This design comes from an exercise in tuning for small area, a short achievable clock period and few clock cycles per item on the open sky130 flow, not from production work.
In this exercise RTL edits were held to simulation tests only and were not proved equivalent to the original.
Power and IR drop assume default switching activity.

[flow/design.v]
`timescale 1ns/1ps
package alu_pkg;
	localparam int DATA_W = 32;
	typedef logic [DATA_W-1:0] word_t;
	localparam int SHAMT_W = 5;
	typedef logic [SHAMT_W-1:0] shamt_t;
	typedef enum logic [3:0] {
		OP_ADD  = 4'd0,
		OP_SUB  = 4'd1,
		OP_MUL  = 4'd2,
		OP_AND  = 4'd3,
		OP_OR   = 4'd4,
		OP_XOR  = 4'd5,
		OP_SHL  = 4'd6,
		OP_LSHR = 4'd7,
		OP_ASHR = 4'd8,
		OP_EQ   = 4'd9,
		OP_NE   = 4'd10,
		OP_ULT  = 4'd11,
		OP_ULE  = 4'd12,
		OP_SLT  = 4'd13,
		OP_SLE  = 4'd14
	} alu_op_t;
	localparam int MUL_STAGES_DEF = 4;
endpackage
`timescale 1ns/1ps
module elastic_alu (
	input logic clk,
	input logic rst,
	input logic [31:0] lhs,
	input logic [3:0] lhs_op,
	input logic lhs_valid,
	output logic lhs_ready,
	input logic [31:0] rhs,
	input logic rhs_valid,
	output logic rhs_ready,
	output logic [31:0] result,
	output logic result_valid,
	input logic result_ready
);
	logic lv, rv, fire, adv;
	logic [31:0] a_l, a_r;
	logic [3:0] a_op;
	logic lbusy, rbusy, lv_n, rv_n, sv_n;
	assign fire = lv & rv & adv;
	assign lhs_ready = ~lbusy;
	assign rhs_ready = ~rbusy;
	assign lv_n = lhs_ready ? lhs_valid : lv;
	assign rv_n = rhs_ready ? rhs_valid : rv;
	always_ff @(posedge clk or posedge rst) begin
		if (rst) begin
			lv <= 1'b0;
			rv <= 1'b0;
			lbusy <= 1'b0;
			rbusy <= 1'b0;
		end else begin
			lv <= lv_n;
			rv <= rv_n;
			lbusy <= lv_n & ~(rv_n & ~sv_n);
			rbusy <= rv_n & ~(lv_n & ~sv_n);
		end
	end
	always_ff @(posedge clk) begin
		if (lhs_ready) begin
			a_l <= lhs;
			a_op <= lhs_op;
		end
		if (rhs_ready) begin
			a_r <= rhs;
		end
	end
	logic o_mul, o_sh, o_one, o_addr, o_subr, o_and, o_or, o_xor, o_cin, o_sgn, o_rt, o_s;
	logic [1:0] o_ck;
	logic [31:0] e_l, e_ad, fill;
	logic [15:0] e_one, e_two, e_neg;
	logic [32:0] rr;
	logic e_x0, e_x32, eq;
	always_comb begin
		o_mul = (a_op == 4'd2);
		o_sh = (a_op == 4'd6) | (a_op == 4'd7) | (a_op == 4'd8);
		o_rt = (a_op == 4'd7) | (a_op == 4'd8);
		o_s = (a_op == 4'd8) & a_l[31];
		o_addr = (a_op == 4'd0);
		o_subr = (a_op == 4'd1) | ((a_op >= 4'd9) & (a_op <= 4'd14));
		o_one = o_addr | o_subr;
		o_and = (a_op == 4'd3);
		o_or = (a_op == 4'd4);
		o_xor = (a_op == 4'd5);
		o_cin = (a_op == 4'd1) | (a_op == 4'd9) | (a_op == 4'd10) | (a_op == 4'd11) | (a_op == 4'd13);
		o_sgn = (a_op == 4'd13) | (a_op == 4'd14);
		o_ck = (a_op == 4'd9) ? 2'd1 : (a_op == 4'd10) ? 2'd2 :
			((a_op >= 4'd11) & (a_op <= 4'd14)) ? 2'd3 : 2'd0;
		for (int i = 0; i < 32; i++) begin
			e_l[i] = o_rt ? a_l[31 - i] : a_l[i];
		end
		rr = {a_r, 1'b0};
		for (int j = 0; j < 16; j++) begin
			e_one[j] = (o_mul & (rr[2*j+1] ^ rr[2*j])) | (o_sh & (a_r[4:1] == j) & ~a_r[0]) | ((j == 0) & o_one);
			e_two[j] = (o_mul & ((rr[2*j+2] & ~rr[2*j+1] & ~rr[2*j]) | (~rr[2*j+2] & rr[2*j+1] & rr[2*j]))) |
				(o_sh & (a_r[4:1] == j) & a_r[0]);
			e_neg[j] = o_mul & rr[2*j+2];
		end
		e_x0 = o_mul ? e_neg[0] : o_cin;
		e_x32 = (o_ck != 2'd0) & ~(o_sgn & (a_l[31] ^ a_r[31]));
		for (int i = 0; i < 32; i++) begin
			fill[i] = o_s & (i < a_r[4:0]);
		end
		e_ad = ({32{o_addr}} & a_r) | ({32{o_subr}} & ~a_r) | ({32{o_and}} & (a_l & a_r)) |
			({32{o_or}} & (a_l | a_r)) | ({32{o_xor}} & (a_l ^ a_r)) | fill;
		eq = (a_l == a_r);
	end
	logic cv;
	logic [31:0] c_l, ad;
	logic [15:0] one, two, neg;
	logic x0, x32;
	logic c_sn, c_sr, c_fl, c_fe;
	always_ff @(posedge clk or posedge rst) begin
		if (rst) begin
			cv <= 1'b0;
		end else if (adv) begin
			cv <= fire;
		end
	end
	always_ff @(posedge clk) begin
		if (adv) begin
			c_l <= e_l;
			ad <= e_ad;
			one <= e_one;
			two <= e_two;
			neg <= e_neg;
			x0 <= e_x0;
			x32 <= e_x32;
			c_sn <= (o_ck == 2'd0) & ~o_rt;
			c_sr <= (o_ck == 2'd0) & o_rt;
			c_fl <= (o_ck == 2'd3);
			c_fe <= ((o_ck == 2'd1) & eq) | ((o_ck == 2'd2) & ~eq);
		end
	end
	logic [31:0] pp0, pp1, pp2, pp3, pp4, pp5, pp6, pp7, pp8, pp9, pp10, pp11, pp12, pp13, pp14, pp15;
	logic [32:0] ll;
	assign ll = {c_l, 1'b0};
	always_comb begin
		for (int i = 0; i < 32; i++) begin
			pp0[i] = ((one[0] & ll[i+1]) | (two[0] & ll[i])) ^ neg[0];
			pp1[i] = ((one[1] & ll[i+1]) | (two[1] & ll[i])) ^ neg[1];
			pp2[i] = ((one[2] & ll[i+1]) | (two[2] & ll[i])) ^ neg[2];
			pp3[i] = ((one[3] & ll[i+1]) | (two[3] & ll[i])) ^ neg[3];
			pp4[i] = ((one[4] & ll[i+1]) | (two[4] & ll[i])) ^ neg[4];
			pp5[i] = ((one[5] & ll[i+1]) | (two[5] & ll[i])) ^ neg[5];
			pp6[i] = ((one[6] & ll[i+1]) | (two[6] & ll[i])) ^ neg[6];
			pp7[i] = ((one[7] & ll[i+1]) | (two[7] & ll[i])) ^ neg[7];
			pp8[i] = ((one[8] & ll[i+1]) | (two[8] & ll[i])) ^ neg[8];
			pp9[i] = ((one[9] & ll[i+1]) | (two[9] & ll[i])) ^ neg[9];
			pp10[i] = ((one[10] & ll[i+1]) | (two[10] & ll[i])) ^ neg[10];
			pp11[i] = ((one[11] & ll[i+1]) | (two[11] & ll[i])) ^ neg[11];
			pp12[i] = ((one[12] & ll[i+1]) | (two[12] & ll[i])) ^ neg[12];
			pp13[i] = ((one[13] & ll[i+1]) | (two[13] & ll[i])) ^ neg[13];
			pp14[i] = ((one[14] & ll[i+1]) | (two[14] & ll[i])) ^ neg[14];
			pp15[i] = ((one[15] & ll[i+1]) | (two[15] & ll[i])) ^ neg[15];
		end
	end
	logic [32:0] tx, ty, sum;
	logic t1, t2, t3, t4, t5, t6, t7, t8, t9, t10, t11, t12, t13, t14, t15, t16, t17, t18, t19, t20, t21, t22, t23, t24, t25, t26, t27, t28, t29, t30, t31, t32, t33, t34, t35, t36, t37, t38, t39, t40, t41, t42, t43, t44, t45, t46, t47, t48, t49, t50, t51, t52, t53, t54, t55, t56, t57, t58, t59, t60, t61, t62, t63, t64, t65, t66, t67, t68, t69, t70, t71, t72, t73, t74, t75, t76, t77, t78, t79, t80, t81, t82, t83, t84, t85, t86, t87, t88, t89, t90, t91, t92, t93, t94, t95, t96, t97, t98, t99, t100, t101, t102, t103, t104, t105, t106, t107, t108, t109, t110, t111, t112, t113, t114, t115, t116, t117, t118, t119, t120, t121, t122, t123, t124, t125, t126, t127, t128, t129, t130, t131, t132, t133, t134, t135, t136, t137, t138, t139, t140, t141, t142, t143, t144, t145, t146, t147, t148, t149, t150, t151, t152, t153, t154, t155, t156, t157, t158, t159, t160, t161, t162, t163, t164, t165, t166, t167, t168, t169, t170, t171, t172, t173, t174, t175, t176, t177, t178, t179, t180, t181, t182, t183, t184, t185, t186, t187, t188, t189, t190, t191, t192, t193, t194, t195, t196, t197, t198, t199, t200, t201, t202, t203, t204, t205, t206, t207, t208, t209, t210, t211, t212, t213, t214, t215, t216, t217, t218, t219, t220, t221, t222, t223, t224, t225, t226, t227, t228, t229, t230, t231, t232, t233, t234, t235, t236, t237, t238, t239, t240, t241, t242, t243, t244, t245, t246, t247, t248, t249, t250, t251, t252, t253, t254, t255, t256, t257, t258, t259, t260, t261, t262, t263, t264, t265, t266, t267, t268, t269, t270, t271, t272, t273, t274, t275, t276, t277, t278, t279, t280, t281, t282, t283, t284, t285, t286, t287, t288, t289, t290, t291, t292, t293, t294, t295, t296, t297, t298, t299, t300, t301, t302, t303, t304, t305, t306, t307, t308, t309, t310, t311, t312, t313, t314, t315, t316, t317, t318, t319, t320, t321, t322, t323, t324, t325, t326, t327, t328, t329, t330, t331, t332, t333, t334, t335, t336, t337, t338, t339, t340, t341, t342, t343, t344, t345, t346, t347, t348, t349, t350, t351, t352, t353, t354, t355, t356, t357, t358, t359, t360, t361, t362, t363, t364, t365, t366, t367, t368, t369, t370, t371, t372, t373, t374, t375, t376, t377, t378, t379, t380, t381, t382, t383, t384, t385, t386, t387, t388, t389, t390, t391, t392, t393, t394, t395, t396, t397, t398, t399, t400, t401, t402, t403, t404, t405, t406, t407, t408, t409, t410, t411, t412, t413, t414, t415, t416, t417, t418, t419, t420, t421, t422, t423, t424, t425, t426, t427, t428, t429, t430, t431, t432, t433, t434, t435, t436, t437, t438, t439, t440, t441, t442, t443, t444, t445, t446, t447, t448, t449, t450, t451, t452, t453, t454, t455, t456, t457, t458, t459, t460, t461, t462, t463, t464, t465, t466, t467, t468, t469, t470, t471, t472, t473, t474, t475, t476, t477, t478, t479, t480, t481, t482, t483, t484, t485, t486, t487, t488, t489, t490, t491, t492, t493, t494, t495, t496, t497, t498, t499, t500, t501, t502, t503, t504, t505, t506, t507, t508, t509, t510, t511, t512, t513, t514, t515, t516, t517, t518, t519, t520, t521, t522, t523, t524, t525, t526, t527, t528, t529, t530, t531, t532, t533, t534, t535, t536, t537, t538, t539, t540, t541;
	csa_ha t1_h (.a(neg[11]), .b(ad[22]), .s(t1), .co(t2));
	csa_ha t3_h (.a(ad[23]), .b(pp0[23]), .s(t3), .co(t4));
	csa_fa t5_f (.a(neg[12]), .b(ad[24]), .c(pp0[24]), .s(t5), .co(t6));
	csa_ha t7_h (.a(pp10[4]), .b(pp11[2]), .s(t7), .co(t8));
	csa_fa t9_f (.a(ad[25]), .b(pp0[25]), .c(pp10[5]), .s(t9), .co(t10));
	csa_ha t11_h (.a(pp11[3]), .b(pp12[1]), .s(t11), .co(t12));
	csa_fa t13_f (.a(neg[13]), .b(ad[26]), .c(pp0[26]), .s(t13), .co(t14));
	csa_fa t15_f (.a(pp10[6]), .b(pp11[4]), .c(pp12[2]), .s(t15), .co(t16));
	csa_ha t17_h (.a(pp13[0]), .b(pp1[24]), .s(t17), .co(t18));
	csa_fa t19_f (.a(ad[27]), .b(pp0[27]), .c(pp10[7]), .s(t19), .co(t20));
	csa_fa t21_f (.a(pp11[5]), .b(pp12[3]), .c(pp13[1]), .s(t21), .co(t22));
	csa_ha t23_h (.a(pp1[25]), .b(pp2[23]), .s(t23), .co(t24));
	csa_fa t25_f (.a(neg[14]), .b(ad[28]), .c(pp0[28]), .s(t25), .co(t26));
	csa_fa t27_f (.a(pp10[8]), .b(pp11[6]), .c(pp12[4]), .s(t27), .co(t28));
	csa_fa t29_f (.a(pp13[2]), .b(pp14[0]), .c(pp1[26]), .s(t29), .co(t30));
	csa_ha t31_h (.a(pp2[24]), .b(pp3[22]), .s(t31), .co(t32));
	csa_fa t33_f (.a(ad[29]), .b(pp0[29]), .c(pp10[9]), .s(t33), .co(t34));
	csa_fa t35_f (.a(pp11[7]), .b(pp12[5]), .c(pp13[3]), .s(t35), .co(t36));
	csa_fa t37_f (.a(pp14[1]), .b(pp1[27]), .c(pp2[25]), .s(t37), .co(t38));
	csa_ha t39_h (.a(pp3[23]), .b(pp4[21]), .s(t39), .co(t40));
	csa_fa t41_f (.a(neg[15]), .b(ad[30]), .c(pp0[30]), .s(t41), .co(t42));
	csa_fa t43_f (.a(pp10[10]), .b(pp11[8]), .c(pp12[6]), .s(t43), .co(t44));
	csa_fa t45_f (.a(pp13[4]), .b(pp14[2]), .c(pp15[0]), .s(t45), .co(t46));
	csa_fa t47_f (.a(pp1[28]), .b(pp2[26]), .c(pp3[24]), .s(t47), .co(t48));
	csa_ha t49_h (.a(pp4[22]), .b(pp5[20]), .s(t49), .co(t50));
	csa_fa t51_f (.a(ad[31]), .b(pp0[31]), .c(pp10[11]), .s(t51), .co(t52));
	csa_fa t53_f (.a(pp11[9]), .b(pp12[7]), .c(pp13[5]), .s(t53), .co(t54));
	csa_fa t55_f (.a(pp14[3]), .b(pp15[1]), .c(pp1[29]), .s(t55), .co(t56));
	csa_fa t57_f (.a(pp2[27]), .b(pp3[25]), .c(pp4[23]), .s(t57), .co(t58));
	csa_ha t59_h (.a(pp5[21]), .b(pp6[19]), .s(t59), .co(t60));
	csa_ha t61_h (.a(neg[7]), .b(ad[14]), .s(t61), .co(t62));
	csa_ha t63_h (.a(ad[15]), .b(pp0[15]), .s(t63), .co(t64));
	csa_fa t65_f (.a(neg[8]), .b(ad[16]), .c(pp0[16]), .s(t65), .co(t66));
	csa_ha t67_h (.a(pp1[14]), .b(pp2[12]), .s(t67), .co(t68));
	csa_fa t69_f (.a(ad[17]), .b(pp0[17]), .c(pp1[15]), .s(t69), .co(t70));
	csa_ha t71_h (.a(pp2[13]), .b(pp3[11]), .s(t71), .co(t72));
	csa_fa t73_f (.a(neg[9]), .b(ad[18]), .c(pp0[18]), .s(t73), .co(t74));
	csa_fa t75_f (.a(pp1[16]), .b(pp2[14]), .c(pp3[12]), .s(t75), .co(t76));
	csa_ha t77_h (.a(pp4[10]), .b(pp5[8]), .s(t77), .co(t78));
	csa_fa t79_f (.a(ad[19]), .b(pp0[19]), .c(pp1[17]), .s(t79), .co(t80));
	csa_fa t81_f (.a(pp2[15]), .b(pp3[13]), .c(pp4[11]), .s(t81), .co(t82));
	csa_ha t83_h (.a(pp5[9]), .b(pp6[7]), .s(t83), .co(t84));
	csa_fa t85_f (.a(neg[10]), .b(ad[20]), .c(pp0[20]), .s(t85), .co(t86));
	csa_fa t87_f (.a(pp10[0]), .b(pp1[18]), .c(pp2[16]), .s(t87), .co(t88));
	csa_fa t89_f (.a(pp3[14]), .b(pp4[12]), .c(pp5[10]), .s(t89), .co(t90));
	csa_ha t91_h (.a(pp6[8]), .b(pp7[6]), .s(t91), .co(t92));
	csa_fa t93_f (.a(ad[21]), .b(pp0[21]), .c(pp10[1]), .s(t93), .co(t94));
	csa_fa t95_f (.a(pp1[19]), .b(pp2[17]), .c(pp3[15]), .s(t95), .co(t96));
	csa_fa t97_f (.a(pp4[13]), .b(pp5[11]), .c(pp6[9]), .s(t97), .co(t98));
	csa_ha t99_h (.a(pp7[7]), .b(pp8[5]), .s(t99), .co(t100));
	csa_fa t101_f (.a(pp0[22]), .b(pp10[2]), .c(pp11[0]), .s(t101), .co(t102));
	csa_fa t103_f (.a(pp1[20]), .b(pp2[18]), .c(pp3[16]), .s(t103), .co(t104));
	csa_fa t105_f (.a(pp4[14]), .b(pp5[12]), .c(pp6[10]), .s(t105), .co(t106));
	csa_fa t107_f (.a(pp7[8]), .b(pp8[6]), .c(pp9[4]), .s(t107), .co(t108));
	csa_fa t109_f (.a(pp10[3]), .b(pp11[1]), .c(pp1[21]), .s(t109), .co(t110));
	csa_fa t111_f (.a(pp2[19]), .b(pp3[17]), .c(pp4[15]), .s(t111), .co(t112));
	csa_fa t113_f (.a(pp5[13]), .b(pp6[11]), .c(pp7[9]), .s(t113), .co(t114));
	csa_fa t115_f (.a(pp8[7]), .b(pp9[5]), .c(t2), .s(t115), .co(t116));
	csa_fa t117_f (.a(pp12[0]), .b(pp1[22]), .c(pp2[20]), .s(t117), .co(t118));
	csa_fa t119_f (.a(pp3[18]), .b(pp4[16]), .c(pp5[14]), .s(t119), .co(t120));
	csa_fa t121_f (.a(pp6[12]), .b(pp7[10]), .c(pp8[8]), .s(t121), .co(t122));
	csa_fa t123_f (.a(pp9[6]), .b(t4), .c(t7), .s(t123), .co(t124));
	csa_fa t125_f (.a(pp1[23]), .b(pp2[21]), .c(pp3[19]), .s(t125), .co(t126));
	csa_fa t127_f (.a(pp4[17]), .b(pp5[15]), .c(pp6[13]), .s(t127), .co(t128));
	csa_fa t129_f (.a(pp7[11]), .b(pp8[9]), .c(pp9[7]), .s(t129), .co(t130));
	csa_fa t131_f (.a(t8), .b(t11), .c(t6), .s(t131), .co(t132));
	csa_fa t133_f (.a(pp2[22]), .b(pp3[20]), .c(pp4[18]), .s(t133), .co(t134));
	csa_fa t135_f (.a(pp5[16]), .b(pp6[14]), .c(pp7[12]), .s(t135), .co(t136));
	csa_fa t137_f (.a(pp8[10]), .b(pp9[8]), .c(t12), .s(t137), .co(t138));
	csa_fa t139_f (.a(t17), .b(t10), .c(t13), .s(t139), .co(t140));
	csa_fa t141_f (.a(pp3[21]), .b(pp4[19]), .c(pp5[17]), .s(t141), .co(t142));
	csa_fa t143_f (.a(pp6[15]), .b(pp7[13]), .c(pp8[11]), .s(t143), .co(t144));
	csa_fa t145_f (.a(pp9[9]), .b(t18), .c(t23), .s(t145), .co(t146));
	csa_fa t147_f (.a(t14), .b(t16), .c(t19), .s(t147), .co(t148));
	csa_fa t149_f (.a(pp4[20]), .b(pp5[18]), .c(pp6[16]), .s(t149), .co(t150));
	csa_fa t151_f (.a(pp7[14]), .b(pp8[12]), .c(pp9[10]), .s(t151), .co(t152));
	csa_fa t153_f (.a(t24), .b(t31), .c(t20), .s(t153), .co(t154));
	csa_fa t155_f (.a(t22), .b(t25), .c(t27), .s(t155), .co(t156));
	csa_fa t157_f (.a(pp5[19]), .b(pp6[17]), .c(pp7[15]), .s(t157), .co(t158));
	csa_fa t159_f (.a(pp8[13]), .b(pp9[11]), .c(t32), .s(t159), .co(t160));
	csa_fa t161_f (.a(t39), .b(t26), .c(t28), .s(t161), .co(t162));
	csa_fa t163_f (.a(t30), .b(t33), .c(t35), .s(t163), .co(t164));
	csa_fa t165_f (.a(pp6[18]), .b(pp7[16]), .c(pp8[14]), .s(t165), .co(t166));
	csa_fa t167_f (.a(pp9[12]), .b(t40), .c(t49), .s(t167), .co(t168));
	csa_fa t169_f (.a(t34), .b(t36), .c(t38), .s(t169), .co(t170));
	csa_fa t171_f (.a(t41), .b(t43), .c(t45), .s(t171), .co(t172));
	csa_fa t173_f (.a(pp7[17]), .b(pp8[15]), .c(pp9[13]), .s(t173), .co(t174));
	csa_fa t175_f (.a(t50), .b(t59), .c(t42), .s(t175), .co(t176));
	csa_fa t177_f (.a(t44), .b(t46), .c(t48), .s(t177), .co(t178));
	csa_fa t179_f (.a(t51), .b(t53), .c(t55), .s(t179), .co(t180));
	csa_x2 t181_x (.a(x32), .b(t60), .y(t181));
	csa_ha t182_h (.a(neg[4]), .b(ad[8]), .s(t182), .co(t183));
	csa_ha t184_h (.a(ad[9]), .b(pp0[9]), .s(t184), .co(t185));
	csa_fa t186_f (.a(neg[5]), .b(ad[10]), .c(pp0[10]), .s(t186), .co(t187));
	csa_ha t188_h (.a(pp1[8]), .b(pp2[6]), .s(t188), .co(t189));
	csa_fa t190_f (.a(ad[11]), .b(pp0[11]), .c(pp1[9]), .s(t190), .co(t191));
	csa_ha t192_h (.a(pp2[7]), .b(pp3[5]), .s(t192), .co(t193));
	csa_fa t194_f (.a(neg[6]), .b(ad[12]), .c(pp0[12]), .s(t194), .co(t195));
	csa_fa t196_f (.a(pp1[10]), .b(pp2[8]), .c(pp3[6]), .s(t196), .co(t197));
	csa_ha t198_h (.a(pp4[4]), .b(pp5[2]), .s(t198), .co(t199));
	csa_fa t200_f (.a(ad[13]), .b(pp0[13]), .c(pp1[11]), .s(t200), .co(t201));
	csa_fa t202_f (.a(pp2[9]), .b(pp3[7]), .c(pp4[5]), .s(t202), .co(t203));
	csa_ha t204_h (.a(pp5[3]), .b(pp6[1]), .s(t204), .co(t205));
	csa_fa t206_f (.a(pp0[14]), .b(pp1[12]), .c(pp2[10]), .s(t206), .co(t207));
	csa_fa t208_f (.a(pp3[8]), .b(pp4[6]), .c(pp5[4]), .s(t208), .co(t209));
	csa_fa t210_f (.a(pp6[2]), .b(pp7[0]), .c(t61), .s(t210), .co(t211));
	csa_fa t212_f (.a(pp1[13]), .b(pp2[11]), .c(pp3[9]), .s(t212), .co(t213));
	csa_fa t214_f (.a(pp4[7]), .b(pp5[5]), .c(pp6[3]), .s(t214), .co(t215));
	csa_fa t216_f (.a(pp7[1]), .b(t62), .c(t63), .s(t216), .co(t217));
	csa_fa t218_f (.a(pp3[10]), .b(pp4[8]), .c(pp5[6]), .s(t218), .co(t219));
	csa_fa t220_f (.a(pp6[4]), .b(pp7[2]), .c(pp8[0]), .s(t220), .co(t221));
	csa_fa t222_f (.a(t64), .b(t67), .c(t65), .s(t222), .co(t223));
	csa_fa t224_f (.a(pp4[9]), .b(pp5[7]), .c(pp6[5]), .s(t224), .co(t225));
	csa_fa t226_f (.a(pp7[3]), .b(pp8[1]), .c(t68), .s(t226), .co(t227));
	csa_fa t228_f (.a(t71), .b(t66), .c(t69), .s(t228), .co(t229));
	csa_fa t230_f (.a(pp6[6]), .b(pp7[4]), .c(pp8[2]), .s(t230), .co(t231));
	csa_fa t232_f (.a(pp9[0]), .b(t72), .c(t77), .s(t232), .co(t233));
	csa_fa t234_f (.a(t70), .b(t73), .c(t75), .s(t234), .co(t235));
	csa_fa t236_f (.a(pp7[5]), .b(pp8[3]), .c(pp9[1]), .s(t236), .co(t237));
	csa_fa t238_f (.a(t78), .b(t83), .c(t74), .s(t238), .co(t239));
	csa_fa t240_f (.a(t76), .b(t79), .c(t81), .s(t240), .co(t241));
	csa_fa t242_f (.a(pp8[4]), .b(pp9[2]), .c(t84), .s(t242), .co(t243));
	csa_fa t244_f (.a(t91), .b(t80), .c(t82), .s(t244), .co(t245));
	csa_fa t246_f (.a(t85), .b(t87), .c(t89), .s(t246), .co(t247));
	csa_fa t248_f (.a(pp9[3]), .b(t92), .c(t99), .s(t248), .co(t249));
	csa_fa t250_f (.a(t86), .b(t88), .c(t90), .s(t250), .co(t251));
	csa_fa t252_f (.a(t93), .b(t95), .c(t97), .s(t252), .co(t253));
	csa_fa t254_f (.a(t1), .b(t100), .c(t94), .s(t254), .co(t255));
	csa_fa t256_f (.a(t96), .b(t98), .c(t101), .s(t256), .co(t257));
	csa_fa t258_f (.a(t103), .b(t105), .c(t107), .s(t258), .co(t259));
	csa_fa t260_f (.a(t3), .b(t102), .c(t104), .s(t260), .co(t261));
	csa_fa t262_f (.a(t106), .b(t108), .c(t109), .s(t262), .co(t263));
	csa_fa t264_f (.a(t111), .b(t113), .c(t115), .s(t264), .co(t265));
	csa_x2 t267_x (.a(t110), .b(t112), .y(t267));
	csa_x2 t266_x (.a(t267), .b(t114), .y(t266));
	csa_mj t268_m (.a(t110), .b(t112), .c(t114), .y(t268));
	csa_x2 t270_x (.a(t116), .b(t117), .y(t270));
	csa_x2 t269_x (.a(t270), .b(t119), .y(t269));
	csa_mj t271_m (.a(t116), .b(t117), .c(t119), .y(t271));
	csa_x2 t273_x (.a(t121), .b(t5), .y(t273));
	csa_x2 t272_x (.a(t273), .b(t123), .y(t272));
	csa_mj t274_m (.a(t121), .b(t5), .c(t123), .y(t274));
	csa_x2 t276_x (.a(t118), .b(t120), .y(t276));
	csa_x2 t275_x (.a(t276), .b(t122), .y(t275));
	csa_mj t277_m (.a(t118), .b(t120), .c(t122), .y(t277));
	csa_x2 t279_x (.a(t125), .b(t127), .y(t279));
	csa_x2 t278_x (.a(t279), .b(t129), .y(t278));
	csa_mj t280_m (.a(t125), .b(t127), .c(t129), .y(t280));
	csa_x2 t282_x (.a(t9), .b(t124), .y(t282));
	csa_x2 t281_x (.a(t282), .b(t131), .y(t281));
	csa_mj t283_m (.a(t9), .b(t124), .c(t131), .y(t283));
	csa_x2 t285_x (.a(t126), .b(t128), .y(t285));
	csa_x2 t284_x (.a(t285), .b(t130), .y(t284));
	csa_mj t286_m (.a(t126), .b(t128), .c(t130), .y(t286));
	csa_x2 t288_x (.a(t133), .b(t135), .y(t288));
	csa_x2 t287_x (.a(t288), .b(t15), .y(t287));
	csa_mj t289_m (.a(t133), .b(t135), .c(t15), .y(t289));
	csa_x2 t291_x (.a(t137), .b(t132), .y(t291));
	csa_x2 t290_x (.a(t291), .b(t139), .y(t290));
	csa_mj t292_m (.a(t137), .b(t132), .c(t139), .y(t292));
	csa_x2 t294_x (.a(t134), .b(t136), .y(t294));
	csa_x2 t293_x (.a(t294), .b(t141), .y(t293));
	csa_mj t295_m (.a(t134), .b(t136), .c(t141), .y(t295));
	csa_x2 t297_x (.a(t143), .b(t21), .y(t297));
	csa_x2 t296_x (.a(t297), .b(t138), .y(t296));
	csa_mj t298_m (.a(t143), .b(t21), .c(t138), .y(t298));
	csa_x2 t300_x (.a(t145), .b(t140), .y(t300));
	csa_x2 t299_x (.a(t300), .b(t147), .y(t299));
	csa_mj t301_m (.a(t145), .b(t140), .c(t147), .y(t301));
	csa_x2 t303_x (.a(t142), .b(t144), .y(t303));
	csa_x2 t302_x (.a(t303), .b(t149), .y(t302));
	csa_mj t304_m (.a(t142), .b(t144), .c(t149), .y(t304));
	csa_x2 t306_x (.a(t151), .b(t29), .y(t306));
	csa_x2 t305_x (.a(t306), .b(t146), .y(t305));
	csa_mj t307_m (.a(t151), .b(t29), .c(t146), .y(t307));
	csa_x2 t309_x (.a(t148), .b(t153), .y(t309));
	csa_x2 t308_x (.a(t309), .b(t155), .y(t308));
	csa_mj t310_m (.a(t148), .b(t153), .c(t155), .y(t310));
	csa_x2 t312_x (.a(t150), .b(t152), .y(t312));
	csa_x2 t311_x (.a(t312), .b(t157), .y(t311));
	csa_mj t313_m (.a(t150), .b(t152), .c(t157), .y(t313));
	csa_x2 t315_x (.a(t37), .b(t159), .y(t315));
	csa_x2 t314_x (.a(t315), .b(t154), .y(t314));
	csa_mj t316_m (.a(t37), .b(t159), .c(t154), .y(t316));
	csa_x2 t318_x (.a(t156), .b(t161), .y(t318));
	csa_x2 t317_x (.a(t318), .b(t163), .y(t317));
	csa_mj t319_m (.a(t156), .b(t161), .c(t163), .y(t319));
	csa_x2 t321_x (.a(t158), .b(t165), .y(t321));
	csa_x2 t320_x (.a(t321), .b(t47), .y(t320));
	csa_mj t322_m (.a(t158), .b(t165), .c(t47), .y(t322));
	csa_x2 t324_x (.a(t160), .b(t167), .y(t324));
	csa_x2 t323_x (.a(t324), .b(t162), .y(t323));
	csa_mj t325_m (.a(t160), .b(t167), .c(t162), .y(t325));
	csa_x2 t327_x (.a(t164), .b(t169), .y(t327));
	csa_x2 t326_x (.a(t327), .b(t171), .y(t326));
	csa_mj t328_m (.a(t164), .b(t169), .c(t171), .y(t328));
	csa_x2 t330_x (.a(t166), .b(t173), .y(t330));
	csa_x2 t329_x (.a(t330), .b(t57), .y(t329));
	csa_mj t331_m (.a(t166), .b(t173), .c(t57), .y(t331));
	csa_x2 t333_x (.a(t168), .b(t170), .y(t333));
	csa_x2 t332_x (.a(t333), .b(t172), .y(t332));
	csa_mj t334_m (.a(t168), .b(t170), .c(t172), .y(t334));
	csa_x2 t336_x (.a(t175), .b(t177), .y(t336));
	csa_x2 t335_x (.a(t336), .b(t179), .y(t335));
	csa_mj t337_m (.a(t175), .b(t177), .c(t179), .y(t337));
	csa_x2 t339_x (.a(t174), .b(t52), .y(t339));
	csa_x2 t338_x (.a(t339), .b(t54), .y(t338));
	csa_x2 t341_x (.a(t56), .b(t58), .y(t341));
	csa_x2 t340_x (.a(t341), .b(t181), .y(t340));
	csa_x2 t343_x (.a(t176), .b(t178), .y(t343));
	csa_x2 t342_x (.a(t343), .b(t180), .y(t342));
	csa_ha t344_h (.a(neg[2]), .b(ad[4]), .s(t344), .co(t345));
	csa_ha t346_h (.a(ad[5]), .b(pp0[5]), .s(t346), .co(t347));
	csa_fa t348_f (.a(neg[3]), .b(ad[6]), .c(pp0[6]), .s(t348), .co(t349));
	csa_ha t350_h (.a(pp1[4]), .b(pp2[2]), .s(t350), .co(t351));
	csa_fa t352_f (.a(ad[7]), .b(pp0[7]), .c(pp1[5]), .s(t352), .co(t353));
	csa_ha t354_h (.a(pp2[3]), .b(pp3[1]), .s(t354), .co(t355));
	csa_fa t356_f (.a(pp0[8]), .b(pp1[6]), .c(pp2[4]), .s(t356), .co(t357));
	csa_fa t358_f (.a(pp3[2]), .b(pp4[0]), .c(t182), .s(t358), .co(t359));
	csa_fa t360_f (.a(pp1[7]), .b(pp2[5]), .c(pp3[3]), .s(t360), .co(t361));
	csa_fa t362_f (.a(pp4[1]), .b(t183), .c(t184), .s(t362), .co(t363));
	csa_fa t364_f (.a(pp3[4]), .b(pp4[2]), .c(pp5[0]), .s(t364), .co(t365));
	csa_fa t366_f (.a(t185), .b(t188), .c(t186), .s(t366), .co(t367));
	csa_fa t368_f (.a(pp4[3]), .b(pp5[1]), .c(t189), .s(t368), .co(t369));
	csa_fa t370_f (.a(t192), .b(t187), .c(t190), .s(t370), .co(t371));
	csa_fa t372_f (.a(pp6[0]), .b(t193), .c(t198), .s(t372), .co(t373));
	csa_fa t374_f (.a(t191), .b(t194), .c(t196), .s(t374), .co(t375));
	csa_fa t376_f (.a(t199), .b(t204), .c(t195), .s(t376), .co(t377));
	csa_fa t378_f (.a(t197), .b(t200), .c(t202), .s(t378), .co(t379));
	csa_fa t380_f (.a(t205), .b(t201), .c(t203), .s(t380), .co(t381));
	csa_fa t382_f (.a(t206), .b(t208), .c(t210), .s(t382), .co(t383));
	csa_fa t384_f (.a(t207), .b(t209), .c(t212), .s(t384), .co(t385));
	csa_fa t386_f (.a(t214), .b(t211), .c(t216), .s(t386), .co(t387));
	csa_fa t388_f (.a(t213), .b(t215), .c(t218), .s(t388), .co(t389));
	csa_fa t390_f (.a(t220), .b(t217), .c(t222), .s(t390), .co(t391));
	csa_fa t392_f (.a(t219), .b(t221), .c(t224), .s(t392), .co(t393));
	csa_fa t394_f (.a(t226), .b(t223), .c(t228), .s(t394), .co(t395));
	csa_fa t396_f (.a(t225), .b(t230), .c(t227), .s(t396), .co(t397));
	csa_fa t398_f (.a(t232), .b(t229), .c(t234), .s(t398), .co(t399));
	csa_fa t400_f (.a(t231), .b(t236), .c(t233), .s(t400), .co(t401));
	csa_fa t402_f (.a(t235), .b(t238), .c(t240), .s(t402), .co(t403));
	csa_fa t404_f (.a(t237), .b(t242), .c(t239), .s(t404), .co(t405));
	csa_fa t406_f (.a(t241), .b(t244), .c(t246), .s(t406), .co(t407));
	csa_fa t408_f (.a(t243), .b(t248), .c(t245), .s(t408), .co(t409));
	csa_fa t410_f (.a(t247), .b(t250), .c(t252), .s(t410), .co(t411));
	csa_fa t412_f (.a(t249), .b(t251), .c(t253), .s(t412), .co(t413));
	csa_fa t414_f (.a(t254), .b(t256), .c(t258), .s(t414), .co(t415));
	csa_fa t416_f (.a(t255), .b(t257), .c(t259), .s(t416), .co(t417));
	csa_fa t418_f (.a(t260), .b(t262), .c(t264), .s(t418), .co(t419));
	csa_x2 t421_x (.a(t261), .b(t266), .y(t421));
	csa_x2 t420_x (.a(t421), .b(t263), .y(t420));
	csa_mj t422_m (.a(t261), .b(t266), .c(t263), .y(t422));
	csa_x2 t424_x (.a(t269), .b(t265), .y(t424));
	csa_x2 t423_x (.a(t424), .b(t272), .y(t423));
	csa_mj t425_m (.a(t269), .b(t265), .c(t272), .y(t425));
	csa_x2 t427_x (.a(t268), .b(t275), .y(t427));
	csa_x2 t426_x (.a(t427), .b(t271), .y(t426));
	csa_mj t428_m (.a(t268), .b(t275), .c(t271), .y(t428));
	csa_x2 t430_x (.a(t278), .b(t281), .y(t430));
	csa_x2 t429_x (.a(t430), .b(t274), .y(t429));
	csa_mj t431_m (.a(t278), .b(t281), .c(t274), .y(t431));
	csa_x2 t433_x (.a(t277), .b(t284), .y(t433));
	csa_x2 t432_x (.a(t433), .b(t280), .y(t432));
	csa_mj t434_m (.a(t277), .b(t284), .c(t280), .y(t434));
	csa_x2 t436_x (.a(t287), .b(t290), .y(t436));
	csa_x2 t435_x (.a(t436), .b(t283), .y(t435));
	csa_mj t437_m (.a(t287), .b(t290), .c(t283), .y(t437));
	csa_x2 t439_x (.a(t286), .b(t293), .y(t439));
	csa_x2 t438_x (.a(t439), .b(t289), .y(t438));
	csa_mj t440_m (.a(t286), .b(t293), .c(t289), .y(t440));
	csa_x2 t442_x (.a(t296), .b(t299), .y(t442));
	csa_x2 t441_x (.a(t442), .b(t292), .y(t441));
	csa_mj t443_m (.a(t296), .b(t299), .c(t292), .y(t443));
	csa_x2 t445_x (.a(t302), .b(t295), .y(t445));
	csa_x2 t444_x (.a(t445), .b(t305), .y(t444));
	csa_mj t446_m (.a(t302), .b(t295), .c(t305), .y(t446));
	csa_x2 t448_x (.a(t298), .b(t308), .y(t448));
	csa_x2 t447_x (.a(t448), .b(t301), .y(t447));
	csa_mj t449_m (.a(t298), .b(t308), .c(t301), .y(t449));
	csa_x2 t451_x (.a(t311), .b(t304), .y(t451));
	csa_x2 t450_x (.a(t451), .b(t307), .y(t450));
	csa_mj t452_m (.a(t311), .b(t304), .c(t307), .y(t452));
	csa_x2 t454_x (.a(t314), .b(t317), .y(t454));
	csa_x2 t453_x (.a(t454), .b(t310), .y(t453));
	csa_mj t455_m (.a(t314), .b(t317), .c(t310), .y(t455));
	csa_x2 t457_x (.a(t313), .b(t320), .y(t457));
	csa_x2 t456_x (.a(t457), .b(t316), .y(t456));
	csa_mj t458_m (.a(t313), .b(t320), .c(t316), .y(t458));
	csa_x2 t460_x (.a(t323), .b(t326), .y(t460));
	csa_x2 t459_x (.a(t460), .b(t319), .y(t459));
	csa_mj t461_m (.a(t323), .b(t326), .c(t319), .y(t461));
	csa_x2 t463_x (.a(t322), .b(t329), .y(t463));
	csa_x2 t462_x (.a(t463), .b(t325), .y(t462));
	csa_mj t464_m (.a(t322), .b(t329), .c(t325), .y(t464));
	csa_x2 t466_x (.a(t332), .b(t335), .y(t466));
	csa_x2 t465_x (.a(t466), .b(t328), .y(t465));
	csa_mj t467_m (.a(t332), .b(t335), .c(t328), .y(t467));
	csa_x2 t469_x (.a(t338), .b(t340), .y(t469));
	csa_x2 t468_x (.a(t469), .b(t331), .y(t468));
	csa_x2 t471_x (.a(t342), .b(t334), .y(t471));
	csa_x2 t470_x (.a(t471), .b(t337), .y(t470));
	csa_ha t472_h (.a(neg[1]), .b(ad[2]), .s(t472), .co(t473));
	csa_ha t474_h (.a(ad[3]), .b(pp0[3]), .s(t474), .co(t475));
	csa_fa t476_f (.a(pp0[4]), .b(pp1[2]), .c(pp2[0]), .s(t476), .co(t477));
	csa_fa t478_f (.a(pp1[3]), .b(pp2[1]), .c(t345), .s(t478), .co(t479));
	csa_fa t480_f (.a(pp3[0]), .b(t347), .c(t350), .s(t480), .co(t481));
	csa_fa t482_f (.a(t351), .b(t354), .c(t349), .s(t482), .co(t483));
	csa_fa t484_f (.a(t355), .b(t353), .c(t356), .s(t484), .co(t485));
	csa_fa t486_f (.a(t357), .b(t360), .c(t359), .s(t486), .co(t487));
	csa_fa t488_f (.a(t361), .b(t364), .c(t363), .s(t488), .co(t489));
	csa_fa t490_f (.a(t365), .b(t368), .c(t367), .s(t490), .co(t491));
	csa_fa t492_f (.a(t369), .b(t372), .c(t371), .s(t492), .co(t493));
	csa_fa t494_f (.a(t373), .b(t375), .c(t376), .s(t494), .co(t495));
	csa_fa t496_f (.a(t377), .b(t379), .c(t380), .s(t496), .co(t497));
	csa_fa t498_f (.a(t381), .b(t384), .c(t383), .s(t498), .co(t499));
	csa_fa t500_f (.a(t385), .b(t388), .c(t387), .s(t500), .co(t501));
	csa_fa t502_f (.a(t389), .b(t392), .c(t391), .s(t502), .co(t503));
	csa_fa t504_f (.a(t393), .b(t396), .c(t395), .s(t504), .co(t505));
	csa_fa t506_f (.a(t397), .b(t400), .c(t399), .s(t506), .co(t507));
	csa_fa t508_f (.a(t401), .b(t404), .c(t403), .s(t508), .co(t509));
	csa_fa t510_f (.a(t405), .b(t408), .c(t407), .s(t510), .co(t511));
	csa_fa t512_f (.a(t409), .b(t412), .c(t411), .s(t512), .co(t513));
	csa_fa t514_f (.a(t413), .b(t416), .c(t415), .s(t514), .co(t515));
	csa_x2 t517_x (.a(t420), .b(t417), .y(t517));
	csa_x2 t516_x (.a(t517), .b(t423), .y(t516));
	csa_mj t518_m (.a(t420), .b(t417), .c(t423), .y(t518));
	csa_x2 t520_x (.a(t422), .b(t426), .y(t520));
	csa_x2 t519_x (.a(t520), .b(t425), .y(t519));
	csa_mj t521_m (.a(t422), .b(t426), .c(t425), .y(t521));
	csa_x2 t523_x (.a(t428), .b(t432), .y(t523));
	csa_x2 t522_x (.a(t523), .b(t431), .y(t522));
	csa_mj t524_m (.a(t428), .b(t432), .c(t431), .y(t524));
	csa_x2 t526_x (.a(t434), .b(t438), .y(t526));
	csa_x2 t525_x (.a(t526), .b(t437), .y(t525));
	csa_mj t527_m (.a(t434), .b(t438), .c(t437), .y(t527));
	csa_x2 t529_x (.a(t440), .b(t444), .y(t529));
	csa_x2 t528_x (.a(t529), .b(t443), .y(t528));
	csa_mj t530_m (.a(t440), .b(t444), .c(t443), .y(t530));
	csa_x2 t532_x (.a(t446), .b(t450), .y(t532));
	csa_x2 t531_x (.a(t532), .b(t449), .y(t531));
	csa_mj t533_m (.a(t446), .b(t450), .c(t449), .y(t533));
	csa_x2 t535_x (.a(t456), .b(t452), .y(t535));
	csa_x2 t534_x (.a(t535), .b(t455), .y(t534));
	csa_mj t536_m (.a(t456), .b(t452), .c(t455), .y(t536));
	csa_x2 t538_x (.a(t462), .b(t458), .y(t538));
	csa_x2 t537_x (.a(t538), .b(t461), .y(t537));
	csa_mj t539_m (.a(t462), .b(t458), .c(t461), .y(t539));
	csa_x2 t541_x (.a(t468), .b(t464), .y(t541));
	csa_x2 t540_x (.a(t541), .b(t470), .y(t540));
	logic q0_0, q0_1, q0_2, q1_0, q1_1, q2_0, q2_1, q2_2, q3_0, q3_1, q3_2, q4_0, q4_1, q4_2, q5_0, q5_1, q5_2, q6_0, q6_1, q6_2, q7_0, q7_1, q7_2, q8_0, q8_1, q8_2, q9_0, q9_1, q9_2, q10_0, q10_1, q10_2, q11_0, q11_1, q11_2, q12_0, q12_1, q12_2, q13_0, q13_1, q13_2, q14_0, q14_1, q14_2, q15_0, q15_1, q15_2, q16_0, q16_1, q16_2, q17_0, q17_1, q17_2, q18_0, q18_1, q18_2, q19_0, q19_1, q19_2, q20_0, q20_1, q20_2, q21_0, q21_1, q21_2, q22_0, q22_1, q22_2, q23_0, q23_1, q23_2, q24_0, q24_1, q24_2, q25_0, q25_1, q25_2, q26_0, q26_1, q26_2, q27_0, q27_1, q27_2, q28_0, q28_1, q28_2, q29_0, q29_1, q29_2, q30_0, q30_1, q30_2, q31_0, q31_1, q31_2, q32_0, q32_1, q32_2;
	always_ff @(posedge clk) begin
		if (adv) begin
			q0_0 <= ad[0];
			q0_1 <= x0;
			q0_2 <= pp0[0];
			q1_0 <= ad[1];
			q1_1 <= pp0[1];
			q2_0 <= t472;
			q2_1 <= pp0[2];
			q2_2 <= pp1[0];
			q3_0 <= t474;
			q3_1 <= pp1[1];
			q3_2 <= t473;
			q4_0 <= t476;
			q4_1 <= t344;
			q4_2 <= t475;
			q5_0 <= t478;
			q5_1 <= t346;
			q5_2 <= t477;
			q6_0 <= t480;
			q6_1 <= t348;
			q6_2 <= t479;
			q7_0 <= t482;
			q7_1 <= t352;
			q7_2 <= t481;
			q8_0 <= t484;
			q8_1 <= t358;
			q8_2 <= t483;
			q9_0 <= t486;
			q9_1 <= t362;
			q9_2 <= t485;
			q10_0 <= t488;
			q10_1 <= t366;
			q10_2 <= t487;
			q11_0 <= t490;
			q11_1 <= t370;
			q11_2 <= t489;
			q12_0 <= t492;
			q12_1 <= t374;
			q12_2 <= t491;
			q13_0 <= t494;
			q13_1 <= t378;
			q13_2 <= t493;
			q14_0 <= t496;
			q14_1 <= t382;
			q14_2 <= t495;
			q15_0 <= t498;
			q15_1 <= t386;
			q15_2 <= t497;
			q16_0 <= t500;
			q16_1 <= t390;
			q16_2 <= t499;
			q17_0 <= t502;
			q17_1 <= t394;
			q17_2 <= t501;
			q18_0 <= t504;
			q18_1 <= t398;
			q18_2 <= t503;
			q19_0 <= t506;
			q19_1 <= t402;
			q19_2 <= t505;
			q20_0 <= t508;
			q20_1 <= t406;
			q20_2 <= t507;
			q21_0 <= t510;
			q21_1 <= t410;
			q21_2 <= t509;
			q22_0 <= t512;
			q22_1 <= t414;
			q22_2 <= t511;
			q23_0 <= t514;
			q23_1 <= t418;
			q23_2 <= t513;
			q24_0 <= t516;
			q24_1 <= t419;
			q24_2 <= t515;
			q25_0 <= t519;
			q25_1 <= t429;
			q25_2 <= t518;
			q26_0 <= t522;
			q26_1 <= t435;
			q26_2 <= t521;
			q27_0 <= t525;
			q27_1 <= t441;
			q27_2 <= t524;
			q28_0 <= t528;
			q28_1 <= t447;
			q28_2 <= t527;
			q29_0 <= t531;
			q29_1 <= t453;
			q29_2 <= t530;
			q30_0 <= t534;
			q30_1 <= t459;
			q30_2 <= t533;
			q31_0 <= t537;
			q31_1 <= t465;
			q31_2 <= t536;
			q32_0 <= t540;
			q32_1 <= t467;
			q32_2 <= t539;
		end
	end
	logic u1, u2, u3, u4, u5, u6, u7, u8, u9, u10, u11, u12, u13, u14, u15, u16, u17, u18, u19, u20, u21, u22, u23, u24, u25, u26, u27, u28, u29, u30, u31, u32, u33, u34, u35, u36, u37, u38, u39, u40, u41, u42, u43, u44, u45, u46, u47, u48, u49, u50, u51, u52, u53, u54, u55, u56, u57, u58, u59, u60, u61, u62, u63, u64, u65, u66, u67, u68, u69, u70, u71, u72, u73, u74;
	csa_ha u1_h (.a(q0_0), .b(q0_1), .s(u1), .co(u2));
	csa_ha u3_h (.a(q1_0), .b(q1_1), .s(u3), .co(u4));
	csa_fa u5_f (.a(q2_0), .b(q2_1), .c(q2_2), .s(u5), .co(u6));
	csa_fa u7_f (.a(q3_0), .b(q3_1), .c(q3_2), .s(u7), .co(u8));
	csa_fa u9_f (.a(q4_0), .b(q4_1), .c(q4_2), .s(u9), .co(u10));
	csa_fa u11_f (.a(q5_0), .b(q5_1), .c(q5_2), .s(u11), .co(u12));
	csa_fa u13_f (.a(q6_0), .b(q6_1), .c(q6_2), .s(u13), .co(u14));
	csa_fa u15_f (.a(q7_0), .b(q7_1), .c(q7_2), .s(u15), .co(u16));
	csa_fa u17_f (.a(q8_0), .b(q8_1), .c(q8_2), .s(u17), .co(u18));
	csa_fa u19_f (.a(q9_0), .b(q9_1), .c(q9_2), .s(u19), .co(u20));
	csa_fa u21_f (.a(q10_0), .b(q10_1), .c(q10_2), .s(u21), .co(u22));
	csa_fa u23_f (.a(q11_0), .b(q11_1), .c(q11_2), .s(u23), .co(u24));
	csa_fa u25_f (.a(q12_0), .b(q12_1), .c(q12_2), .s(u25), .co(u26));
	csa_fa u27_f (.a(q13_0), .b(q13_1), .c(q13_2), .s(u27), .co(u28));
	csa_fa u29_f (.a(q14_0), .b(q14_1), .c(q14_2), .s(u29), .co(u30));
	csa_fa u31_f (.a(q15_0), .b(q15_1), .c(q15_2), .s(u31), .co(u32));
	csa_fa u33_f (.a(q16_0), .b(q16_1), .c(q16_2), .s(u33), .co(u34));
	csa_fa u35_f (.a(q17_0), .b(q17_1), .c(q17_2), .s(u35), .co(u36));
	csa_fa u37_f (.a(q18_0), .b(q18_1), .c(q18_2), .s(u37), .co(u38));
	csa_fa u39_f (.a(q19_0), .b(q19_1), .c(q19_2), .s(u39), .co(u40));
	csa_fa u41_f (.a(q20_0), .b(q20_1), .c(q20_2), .s(u41), .co(u42));
	csa_fa u43_f (.a(q21_0), .b(q21_1), .c(q21_2), .s(u43), .co(u44));
	csa_fa u45_f (.a(q22_0), .b(q22_1), .c(q22_2), .s(u45), .co(u46));
	csa_fa u47_f (.a(q23_0), .b(q23_1), .c(q23_2), .s(u47), .co(u48));
	csa_x2 u50_x (.a(q24_0), .b(q24_1), .y(u50));
	csa_x2 u49_x (.a(u50), .b(q24_2), .y(u49));
	csa_mj u51_m (.a(q24_0), .b(q24_1), .c(q24_2), .y(u51));
	csa_x2 u53_x (.a(q25_0), .b(q25_1), .y(u53));
	csa_x2 u52_x (.a(u53), .b(q25_2), .y(u52));
	csa_mj u54_m (.a(q25_0), .b(q25_1), .c(q25_2), .y(u54));
	csa_x2 u56_x (.a(q26_0), .b(q26_1), .y(u56));
	csa_x2 u55_x (.a(u56), .b(q26_2), .y(u55));
	csa_mj u57_m (.a(q26_0), .b(q26_1), .c(q26_2), .y(u57));
	csa_x2 u59_x (.a(q27_0), .b(q27_1), .y(u59));
	csa_x2 u58_x (.a(u59), .b(q27_2), .y(u58));
	csa_mj u60_m (.a(q27_0), .b(q27_1), .c(q27_2), .y(u60));
	csa_x2 u62_x (.a(q28_0), .b(q28_1), .y(u62));
	csa_x2 u61_x (.a(u62), .b(q28_2), .y(u61));
	csa_mj u63_m (.a(q28_0), .b(q28_1), .c(q28_2), .y(u63));
	csa_x2 u65_x (.a(q29_0), .b(q29_1), .y(u65));
	csa_x2 u64_x (.a(u65), .b(q29_2), .y(u64));
	csa_mj u66_m (.a(q29_0), .b(q29_1), .c(q29_2), .y(u66));
	csa_x2 u68_x (.a(q30_0), .b(q30_1), .y(u68));
	csa_x2 u67_x (.a(u68), .b(q30_2), .y(u67));
	csa_mj u69_m (.a(q30_0), .b(q30_1), .c(q30_2), .y(u69));
	csa_x2 u71_x (.a(q31_0), .b(q31_1), .y(u71));
	csa_x2 u70_x (.a(u71), .b(q31_2), .y(u70));
	csa_mj u72_m (.a(q31_0), .b(q31_1), .c(q31_2), .y(u72));
	csa_x2 u74_x (.a(q32_0), .b(q32_1), .y(u74));
	csa_x2 u73_x (.a(u74), .b(q32_2), .y(u73));
	assign tx = {u73, u70, u67, u64, u61, u58, u55, u52, u49, u47, u45, u43, u41, u39, u37, u35, u33, u31, u29, u27, u25, u23, u21, u19, u17, u15, u13, u11, u9, u7, u5, u3, u1};
	assign ty = {u72, u69, u66, u63, u60, u57, u54, u51, u48, u46, u44, u42, u40, u38, u36, u34, u32, u30, u28, u26, u24, u22, u20, u18, u16, u14, u12, u10, u8, u6, u4, u2, q0_2};
	assign sum = tx + ty;
	logic bv;
	logic b_sn, b_sr, b_fl, b_fe;
	always_ff @(posedge clk or posedge rst) begin
		if (rst) begin
			bv <= 1'b0;
		end else if (adv) begin
			bv <= cv;
		end
	end
	always_ff @(posedge clk) begin
		if (adv) begin
			b_sn <= c_sn;
			b_sr <= c_sr;
			b_fl <= c_fl;
			b_fe <= c_fe;
		end
	end
	logic [31:0] res;
	always_comb begin
		for (int i = 0; i < 32; i++) begin
			res[i] = (b_sn & sum[i]) | (b_sr & sum[31 - i]);
		end
		res[0] = res[0] | (b_fl & sum[32]) | b_fe;
	end
	logic ov, sv, take;
	logic [31:0] o_d, s_d;
	assign adv = ~sv;
	assign take = ov & result_ready;
	assign result_valid = ov;
	assign result = o_d;
	logic ov_n;
	always_comb begin
		ov_n = ov;
		sv_n = sv;
		if (sv) begin
			if (take) sv_n = 1'b0;
		end else if (bv) begin
			if (ov & ~take) sv_n = 1'b1;
			else ov_n = 1'b1;
		end else if (take) begin
			ov_n = 1'b0;
		end
	end
	always_ff @(posedge clk or posedge rst) begin
		if (rst) begin
			ov <= 1'b0;
			sv <= 1'b0;
		end else begin
			ov <= ov_n;
			sv <= sv_n;
		end
	end
	logic k_s, k_n, k_r;
	logic [31:0] o_n;
	assign k_s = sv;
	assign k_n = ~sv & b_sn;
	assign k_r = ~sv & b_sr;
	always_comb begin
		for (int i = 0; i < 32; i++) begin
			o_n[i] = (k_s & s_d[i]) | (k_n & sum[i]) | (k_r & sum[31 - i]);
		end
		o_n[0] = o_n[0] | (~sv & ((b_fl & sum[32]) | b_fe));
	end
	always_ff @(posedge clk) begin
		if (~sv) s_d <= res;
		if ((sv & take) | (~sv & bv & (~ov | take))) o_d <= o_n;
	end
endmodule
module csa_fa (
	input logic a,
	input logic b,
	input logic c,
	output logic s,
	output logic co
);
	assign s = a ^ b ^ c;
	assign co = (a & b) | (a & c) | (b & c);
endmodule
module csa_ha (
	input logic a,
	input logic b,
	output logic s,
	output logic co
);
	assign s = a ^ b;
	assign co = a & b;
endmodule
module csa_x2 (
	input logic a,
	input logic b,
	output logic y
);
	assign y = a ^ b;
endmodule
module csa_mj (
	input logic a,
	input logic b,
	input logic c,
	output logic y
);
	assign y = (a & b) | (a & c) | (b & c);
endmodule
[flow/flow/run.sh]
#!/bin/bash
set -euo pipefail
MARGIN=${MARGIN:-6.5}
sed "s/\"\\\${@:-finish}\"/SETUP_SLACK_MARGIN=$MARGIN \"\${@:-finish}\"/" standard.sh > flow/standard_margin.sh
grep -q "SETUP_SLACK_MARGIN=$MARGIN" flow/standard_margin.sh
bash flow/standard_margin.sh > make_flow.log 2>&1
[flow/standard.sh]
#!/bin/bash
# synth_recipe.tcl (not shown) runs the flow's synth.tcl, then flattens the netlist and writes it again
# the make line also repeats each setting of config.mk as NAME=value (left out here)
make -C /OpenROAD-flow-scripts/flow DESIGN_CONFIG=/design/flow/config.mk WORK_HOME=/design/flow/orfs CLKGATE_MAP_FILE= SYNTH_SCRIPT=/design/flow/synth_recipe.tcl "${@:-finish}"
[flow/config.mk]
export PLATFORM = sky130hd
export DESIGN_NAME = elastic_alu
export DESIGN_NICKNAME = elastic_alu
export VERILOG_FILES = /design/flow/design.v
export SDC_FILE = /design/flow/constraint.sdc
export NUM_CORES = 4
export LEC_CHECK = 0
export CAP_MARGIN = 20
export CORE_MARGIN = 2
export CORE_UTILIZATION = 40
export SLEW_MARGIN = 20
export SYNTH_HIERARCHICAL = 1
[flow/constraint.sdc]
create_clock -name core_clock -period 10.0 [get_ports {clk}]
set_input_delay 2.0000 -clock core_clock [delete_from_list [all_inputs] [get_ports {clk}]]
set_output_delay 2.0000 -clock core_clock [all_outputs]
set_load 0.01 [all_outputs]
==> summary.txt <==
Place
  – Gpl congestion: 0.945
  – Placed wire-length estimate: 62200 um
  – Buffers on Ports: 107
  – Placed cell areas: 29900 um^2
  – Placed Instances: 3343

Timing
  – Final cycle utilization of the critical path: 0.345
  – TNS Setup: 0 ns
  – RSZ-0062 raised after global routing: yes
  – Achievable Freq: 290 MHz
  – Slew @ Worst Pin: 0.865 ns
  – Relative slew slack: 0.423
  – Clk_skew: 0.0244 ns
  – Count of final setup violators: 0
  – Fin crit period: 3.45 ns
  – Pins over their slew limit: 0
  – Final Hold Viols: 0
  – WHS: 0.423 ns

Yosys
  – Top FF cell, synth: edfxtp_1
  – Post-synthesis xor/xnor area fraction: 0.138
  – Compound-Gate Fraction of Synth Area: 0.153
  – Syn Area/Cell: 11.4 um^2
  – Area leader, netlist: edfxtp_1
  – Yosys warnings: 7
  – Post-synth ARST share: 0.0222
  – Top cells by area, synth: edfxtp_1 (38%), fa_1 (13%), xnor2_1 (9.4%), a22oi_1 (7.3%), ha_1 (6.2%)
  – Synthesized area: 28000 um^2
  – Post-synth EDFFs: 352
  – Synth Area in Simple Gates: 0.0581
  – Syn_nets: 2851
  – Synth unique cells: 67
  – Synthesized instance count: 2455
  – Multiplexer area fraction after synthesis: 0.0104
  – Flops & latches, synth: 360
  – Synth top area share: 0.378
  – Main combinational cell family by area after synthesis: adder cells
  – Adder-cell share of the synthesized area: 0.217
  – Seq/Total Area, Yosys: 0.385

Critical path
  – Worst path top cell family by delay: buffers and inverters
  – CP bufs+invs: 1
  – Worst setup startpoint: ov
  – Worst-case reg-to-reg path depth: 9
  – Worst Path Max Fanout: 2
  – CP arrival: 1.45 ns
  – Worst path cell trace: clkdlybuf4s50_1
  – CP Class: flip-flop to output port
  – R2R Setup Slk: 6.56 ns
  – Reg2Reg Launch Point: q9_0
  – WP data required: 8.00 ns
  – Setup crit end: result_valid
  – Crit path launch type: flip-flop
  – CP max stage cell: clkdlybuf4s50_1
  – Crit path depth: 1
  – Worst stage delay on the critical path: 0.53 ns
  – RR Endpoint: s_d[29]
  – CP endpoint kind: output port

Job
  – Max Cap Viol: 0

Status
  – Status: finished clean

Layout
  – Commonest non-fill, non-tap cells in the layout: edfxtp_1 (352), xnor2_1 (294), a22oi_1 (271), fa_1 (185), nand2_1 (154)
  – Share of layout cells above drive strength 1: 0.115
  – # diodes: 0
  – Final std cells w/o fill: 3459
  – Nets: 2889
  – Area Overhead vs Synth: 14.9%
  – Commonest non-fill, non-tap cell in the layout: edfxtp_1
  – Final Cell Area: 32100 um^2

Floorplanning
  – Chip width: 268 um
  – FP Rows: 96
  – Die Y: 268 um
  – Die Area: 72000 um^2
  – CORE AREA: 68900 um^2
  – I/O pin cnt: 108
  – Initial Util: 0.405

CTS
  – CTS root buf: clkbuf_16
  – Clock Latency Late Sink: 0.59 ns
  – Num CTS Buffers: 44
  – CTS max path bufs: 3
  – Hold Buf Count CTS: 0
  – Worst-path clk slew: 0.06 ns
  – CTS tree: done
  – H-tree Lvls: 2
  – Clock sink count: 360

Route
  – Initial DRC count: 1860
  – Overall routed net length: 87200 um
  – Routed wire per std cell: 25.2 um
  – Antenna-violating nets left: 0
  – Vias per inst: 5.82
  – DRC: 0
  – First-pass iteration count of the detailed router: 6
  – Via count: 20100

Global routing
  – Largest net degree at the start of global routing: 127
  – First-pass GRT wire length: 131000 um
  – Vias in the first global route: 20500
  – Gr usage total: 0.243
  – Initial antenna violation count: 0
  – Grt ovf: 0

Power and ir drop
  – Cell area power density: 141 nW/um^2
  – P_leak: 0.0116 uW
  – Max rail drop VDD: 0.150 mV

Min path
  – HP Class: flip-flop to flip-flop
power breakdown:
part	internal, uW	total (uW)	switching [uW]
registers	1820	2000	179
clock network	950	1610	657
logic	328	924	596
total	3100	4530	1430
modules after synthesis, one instance, submodules excluded:
module       cells  copies in the design  flops+latches
elastic_alu   2056                     1            360
csa_mj           1                    56              0
csa_ha           1                    32              0
csa_fa           1                   184              0
csa_x2           1                   127              0
layout make-up:
cell class                      count  area [um^2]
Tap cell                          931         1160
Timing Repair Buffer              196         1990
Fill cell                        6288        36800
Inverter                           81          320
Clock buffer                       49         1120
Sequential cell                   360        10800
Multi-Input combinational cell   1810        16400
Clock inverter                     32          349
Yosys cell counts, drive strengths merged (7+ instances only):
library cell / instances
nor4: 8
o21ai: 132
or3: 13
mux2: 24
a22oi: 272
a31oi: 8
maj3: 56
and2: 13
dfrtp: 8
a21oi: 55
o2111ai: 16
buf: 43
xnor2: 300
nand4: 7
edfxtp: 352
nor2: 63
a21o: 21
a22o: 15
xor2: 139
fa: 185
or2: 7
ha: 138
a32o: 14
nand2: 154
nand3: 42
nor2b: 10
o211ai: 16
a221oi: 21
clkbuf: 161
nor3: 12
and3: 9
inv: 81
metal layers:
layer  GRT usage  share of wire  routed length, um  vias to the layer above
li1            -              -                  -                     8978
met1       0.320           0.42              36400                    10000
met2       0.396           0.47              40900                      925
met3      0.0348          0.064               5620                      208
met4       0.114          0.049               4250                        0
met5           0              0                  0                        -
worst reg2reg max path: stages (launching register included):
cell and delay (ns):
edfxtp_1 0.40, fa_1 0.61, ha_4 0.24, and3_4 0.20, a221o_1 0.31, a221o_2 0.46
a22o_4 0.26, o41ai_4 0.29, mux2i_1 0.16, or2_1 0.24
kinds of logic (layout without fill, tap and decap cells):
family	count (synthesis)	in the layout
flops	360	360
buf+inv	285	358
mux	26	26
fa+ha+maj	379	379
compound gates	613	613
xor+xnor	439	439
simple gates	353	353
per-stage QoR:
stage / setup WS [ns] / total power [uW] / util
floorplan: 6.50 / 2450 / -
global placement: 6.38 / 2860 / 0.433
detailed placement: 6.30 / 2860 / 0.433
CTS: 6.39 / 4550 / 0.458
global route: 6.40 / 4720 / 0.466
finish: 6.55 / 4530 / 0.466
flip-flops by register name (all words and copies together), names as in the netlist, 4 cells and up:
signal,flops
a_op,4
a_r,32
a_l,32
s_d,32
c_l,32
two,16
neg,16
ad,32
one,16
o_d,32
how the worst min path moves through the flow:
stage	startpoint	cells after the start	to
6_report	ad[0]	0	q0_0
5_1_grt	ad[0]	0	q0_0
4_1_cts	ad[0]	0	q0_0
3_5_place_dp	ad[0]	0	q0_0
3_3_place_gp	ad[0]	0	q0_0
2_1_floorplan	c_fe	0	b_fe
what timing repair did:
item / 4_1_cts / 5_1_grt
resized for setup: 41 / 53
cloned: 2 / 0
pin swaps: 7 / 17
setup endpoints to repair: 124 / 139
setup buffers: 9 / 23
Testbench counts, summed over its fixed seeds: cycles 16,032, items 16,000.

## afterwards: timing with drivers on the ports
How much do the figures lean on ideal ports? The routed layout below was timed once more, with nothing changed but the port constraints. Step 1, drivers: a clkbuf_16 drives clk and a buf_2 each remaining input, both assumed. Step 2, shift: input delay + t, output delay - t, t = (earliest + latest rising clock arrival at the registers) / 2. This alone moves slack from input paths to output paths. Three values: ideal, step 1, step 2; two values: the first two.
shift t [ns]: 0.641
slack for setup (ns): 6.552 / 6.491 / 6.531
worst setup path after step 2: input to register
worst register clock-pin slew, ns: 0.06 / 0.06
worst slew at a driven data input, ns: 0.05
After both steps this run still meets setup and hold. The setup slack of this run moves by -0.061 ns with the drivers and by -0.021 ns with both steps.
